Source: an optimization exercise on an open RTL-to-GDS flow (aim: small area, a short achievable clock period and few clock cycles). Production flows keep margins and buffers that such runs may drop. Function was checked by simulation only, so behaviour that the tests miss may differ from the original. Power figures rest on the tool's default switching activity, not on a simulated workload.

## beep_and_melody_sequencer
module beep_and_melody_sequencer (
  input  logic             clk,
  input  logic             rst,
  input  logic             s_tvalid,
  output logic             s_tready,
  input  logic [31:0]      s_tdata,    
  input  logic [2:0]       s_tuser,    
  output logic             m_tvalid,
  input  logic             m_tready,
  output logic [47:0]      m_tdata,    
  input  logic             cfg_we,
  input  logic [2:0]       cfg_index,
  input  logic [CFG_W-1:0] cfg_data
);
  localparam logic [2:0] E_IDLE   = 3'd0;
  localparam logic [2:0] E_WAITW1 = 3'd1;
  localparam logic [2:0] E_WAITW  = 3'd2;
  localparam logic [2:0] E_RD1    = 3'd3;
  localparam logic [2:0] E_RD2    = 3'd4;
  localparam logic [2:0] E_DIV    = 3'd5;
  localparam logic [2:0] E_ACC    = 3'd6;
  localparam logic [2:0] E_VALID  = 3'd7;
  localparam int NSK_W  = $clog2(NNCH);
  localparam int NCNT_W = $clog2(NNCH + 1);
  localparam int WSK_W  = $clog2(WNCH);
  localparam int WCNT_W = $clog2(WNCH + 1);
  function automatic int whole_skip(input logic [TEMPO_W-1:0] tm1, input int k, input int qw,
                                    input int nch);
    logic [63:0] t;
    whole_skip = 0;
    t = 64'(tm1) + 64'd1;
    for (int m = 1; m < nch; m++) begin
      if ((t << (qw - k * m)) > 64'(WHOLE_NUM)) whole_skip = m;
    end
  endfunction
  function automatic logic [TEMPO_W-1:0] tempo_m1(input logic [TEMPO_W-1:0] t);
    if (t == '0) tempo_m1 = '0;
    else tempo_m1 = t - TEMPO_W'(1);
  endfunction
  localparam int WMW = TEMPO_W + WK;    
  localparam int NMW = DM1_W + NK;      
  logic [FREQ_W-1:0]    beep_frequency;
  logic [ELAPSED_W-1:0] beep_on_ms;
  logic [ELAPSED_W-1:0] beep_gap_ms;
  logic [REP_W-1:0]     beep_repeats;
  logic                 beep_initial_gap;
  logic [MLEN_W-1:0]    melody_length;
  logic [WHOLE_W-1:0]   whole_new;     
  logic [NSK_W-1:0]     nsk_new;
  logic                 whole_ok;
  logic [TEMPO_W-1:0]   wt;        
  logic [WMW-1:0]       wt3;
  logic [(2**WK)*WMW-1:0] wmult;
  logic [TEMPO_W-1:0]   wr;
  logic [WQ_W-1:0]      wq;
  logic [WCNT_W-1:0]    wcnt;
  logic [TEMPO_W-1:0]   wst_r;
  logic [WQ_W-1:0]      wst_q;
  logic [WK-1:0]        wst_d;
  logic [TEMPO_W-1:0]   cfg_t;
  logic [WSK_W-1:0]     cfg_wsk;
  logic [1:0]           mode;
  logic [ELAPSED_W-1:0] cnt;
  logic [ELAPSED_W:0]   brem;
  ...
For scale: roughly 15000 cells after synthesis, roughly 120 I/O pins, roughly 250000 sq um of cells after synthesis.
Settings: LEC_CHECK=0, CAP_MARGIN=20, CORE_MARGIN=2, CORE_UTILIZATION=35, CTS_CLUSTER_DIAMETER=60, CTS_CLUSTER_SIZE=20, PLACE_DENSITY=0.5, SETUP_SLACK_MARGIN=4.7, SLEW_MARGIN=20, SYNTH_MEMORY_MAX_BITS=8192, TNS_END_PERCENT=100; clock period 8.0 ns.
standard.sh (not shown) runs the stock make flow with config.mk's settings and CLKGATE_MAP_FILE= SYNTH_SCRIPT=/design/flow/synth_recipe.tcl, a recipe that flattens the netlist after the stock synthesis.
==> flow/flow/run.sh <==
#!/bin/bash
# The standard layout, except that the port buffers are sky130_fd_sc_hd__buf_4 cells
# rather than the delay-cell buffers buffer_ports picks by default, and antenna repair
# gets more iterations after global and detailed routing.
set -euo pipefail
export BUFFER_PORTS_ARGS="-buffer_cell sky130_fd_sc_hd__buf_4"
export MAX_REPAIR_ANTENNAS_ITER_GRT=10
export MAX_REPAIR_ANTENNAS_ITER_DRT=10
bash standard.sh > standard.log 2>&1
Testbench counts at the start, summed over its fixed seeds: cycles 12,519.
Edit:
==> flow/flow/run.sh (replaced) <==
#!/bin/bash
# The standard layout, except that the port buffers are sky130_fd_sc_hd__buf_4 cells
# rather than the delay-cell buffers buffer_ports picks by default, clock tree synthesis
# builds no dummy loads, and antenna repair gets more iterations after global and
# detailed routing.
set -euo pipefail
export BUFFER_PORTS_ARGS="-buffer_cell sky130_fd_sc_hd__buf_4"
export CTS_ARGS="-sink_clustering_enable -repair_clock_nets -sink_clustering_size 20 -sink_clustering_max_diameter 60 -dont_use_dummy_load"
export MAX_REPAIR_ANTENNAS_ITER_GRT=10
export MAX_REPAIR_ANTENNAS_ITER_DRT=10
bash standard.sh > standard.log 2>&1
--- a/flow/config.mk
+++ b/flow/config.mk
@@ -6,12 +6,10 @@
 export NUM_CORES = 4
 export LEC_CHECK = 0
-export CAP_MARGIN = 20
+export CAP_MARGIN = 10
 export CORE_MARGIN = 2
 export CORE_UTILIZATION = 35
-export CTS_CLUSTER_DIAMETER = 60
-export CTS_CLUSTER_SIZE = 20
 export PLACE_DENSITY = 0.5
 export SETUP_SLACK_MARGIN = 4.7
-export SLEW_MARGIN = 20
+export SLEW_MARGIN = 10
 export SYNTH_MEMORY_MAX_BITS = 8192
 export TNS_END_PERCENT = 100
Effect: Final cell count went down slightly. Maximum frequency went down slightly. Wire length went down slightly. Cell area went down slightly. First-iteration DRC count went down by a few percent. Power went down by a few percent. Via count went down slightly.

========
beep_and_melody_sequencer, a different RTL version from the one above (not shown whole).
Size in the first run: about 6500 flip-flops, roughly 120 I/O pins.
==> flow/design.v (excerpt) <==
module beep_and_melody_sequencer (
  input  logic             clk,
  input  logic             rst,
  input  logic             s_tvalid,
  output logic             s_tready,
  input  logic [31:0]      s_tdata,    
  input  logic [2:0]       s_tuser,    
  output logic             m_tvalid,
  input  logic             m_tready,
  output logic [47:0]      m_tdata,    
  input  logic             cfg_we,
  input  logic [2:0]       cfg_index,
  input  logic [CFG_W-1:0] cfg_data
);
==> flow/config.mk <==
export PLATFORM = sky130hd
export DESIGN_NAME = beep_and_melody_sequencer
export DESIGN_NICKNAME = beep_and_melody_sequencer
export VERILOG_FILES = /design/flow/design.v
export SDC_FILE = /design/flow/constraint.sdc
export NUM_CORES = 4
export LEC_CHECK = 0
export CAP_MARGIN = 20
export CORE_MARGIN = 2
export CORE_UTILIZATION = 35
export PLACE_DENSITY = 0.5
export SETUP_SLACK_MARGIN = 4.7
export SLEW_MARGIN = 20
export SYNTH_MEMORY_MAX_BITS = 8192
export TNS_END_PERCENT = 100
==> flow/constraint.sdc <==
create_clock -name core_clock -period 8.0 [get_ports {clk}]
set_input_delay 1.6000 -clock core_clock [delete_from_list [all_inputs] [get_ports {clk}]]
set_output_delay 1.6000 -clock core_clock [all_outputs]
set_load 0.01 [all_outputs]
==> flow/flow/run.sh <==
#!/bin/bash
# The standard layout, except that the port buffers are sky130_fd_sc_hd__buf_4 cells
# rather than the delay-cell buffers buffer_ports picks by default.
set -euo pipefail
export BUFFER_PORTS_ARGS="-buffer_cell sky130_fd_sc_hd__buf_4"
bash standard.sh > standard.log 2>&1
The starting point produced a layout that fails on antenna rules.
Testbench counts at the start, summed over its fixed seeds: cycles 12,582.
Edit:
==> flow/run.sh (new file) <==
#!/bin/bash
# synth_recipe.tcl (not shown) runs the flow's synth.tcl, then flattens the netlist and writes it again
# the make line also repeats each setting of config.mk as NAME=value (left out here)
make -C /OpenROAD-flow-scripts/flow DESIGN_CONFIG=/design/flow/config.mk WORK_HOME=/design/flow/orfs CLKGATE_MAP_FILE= SYNTH_SCRIPT=/design/flow/synth_recipe.tcl finish
- SETUP_SLACK_MARGIN: 4.7 -> 4.3
removed: flow/flow/run.sh
removed: flow/standard.sh
The new run finished but failed the layout checks on antenna rules; global-route usage fell by 0.70 points; synthesized area does not change; power rose by 0.63%; sequential share of layout area rose by 1.8 points; count of clock-buffer cells in the layout fell by 5; hold slack hardly moves.

port drivers added, routing unchanged:
No port has a modelled driver above. Below, the same layouts with a new extraction and two added sets of constraints.
Step 1 assumes that a clkbuf_16 drives the clock port and a buf_2 every other input.
Step 2 times the ports against the registers' clock, not the clock port: input delays grow and output delays shrink by t, the midpoint of the rising clock arrivals with the driver on.
a / b / c = ideal ports / drivers / drivers and shift; a / b = the first two.
run | t (ns) | setup slack, ns | worst setup path at the end
the first run of note 1 | 1.213 | 4.418 / 4.418 / 3.460 | input to register
the second run of note 1 | 1.170 | 4.375 / 4.375 / 3.570 | input to register
the first run of note 2 | 1.244 | 4.165 / 4.165 / 3.341 | input to register
the second run of note 2 | 1.237 | 4.178 / 4.178 / 3.173 | input to register
The setup slack of the second run of note 2, which loses most, moves by 0.000 ns with the drivers and by -1.005 ns with both steps.
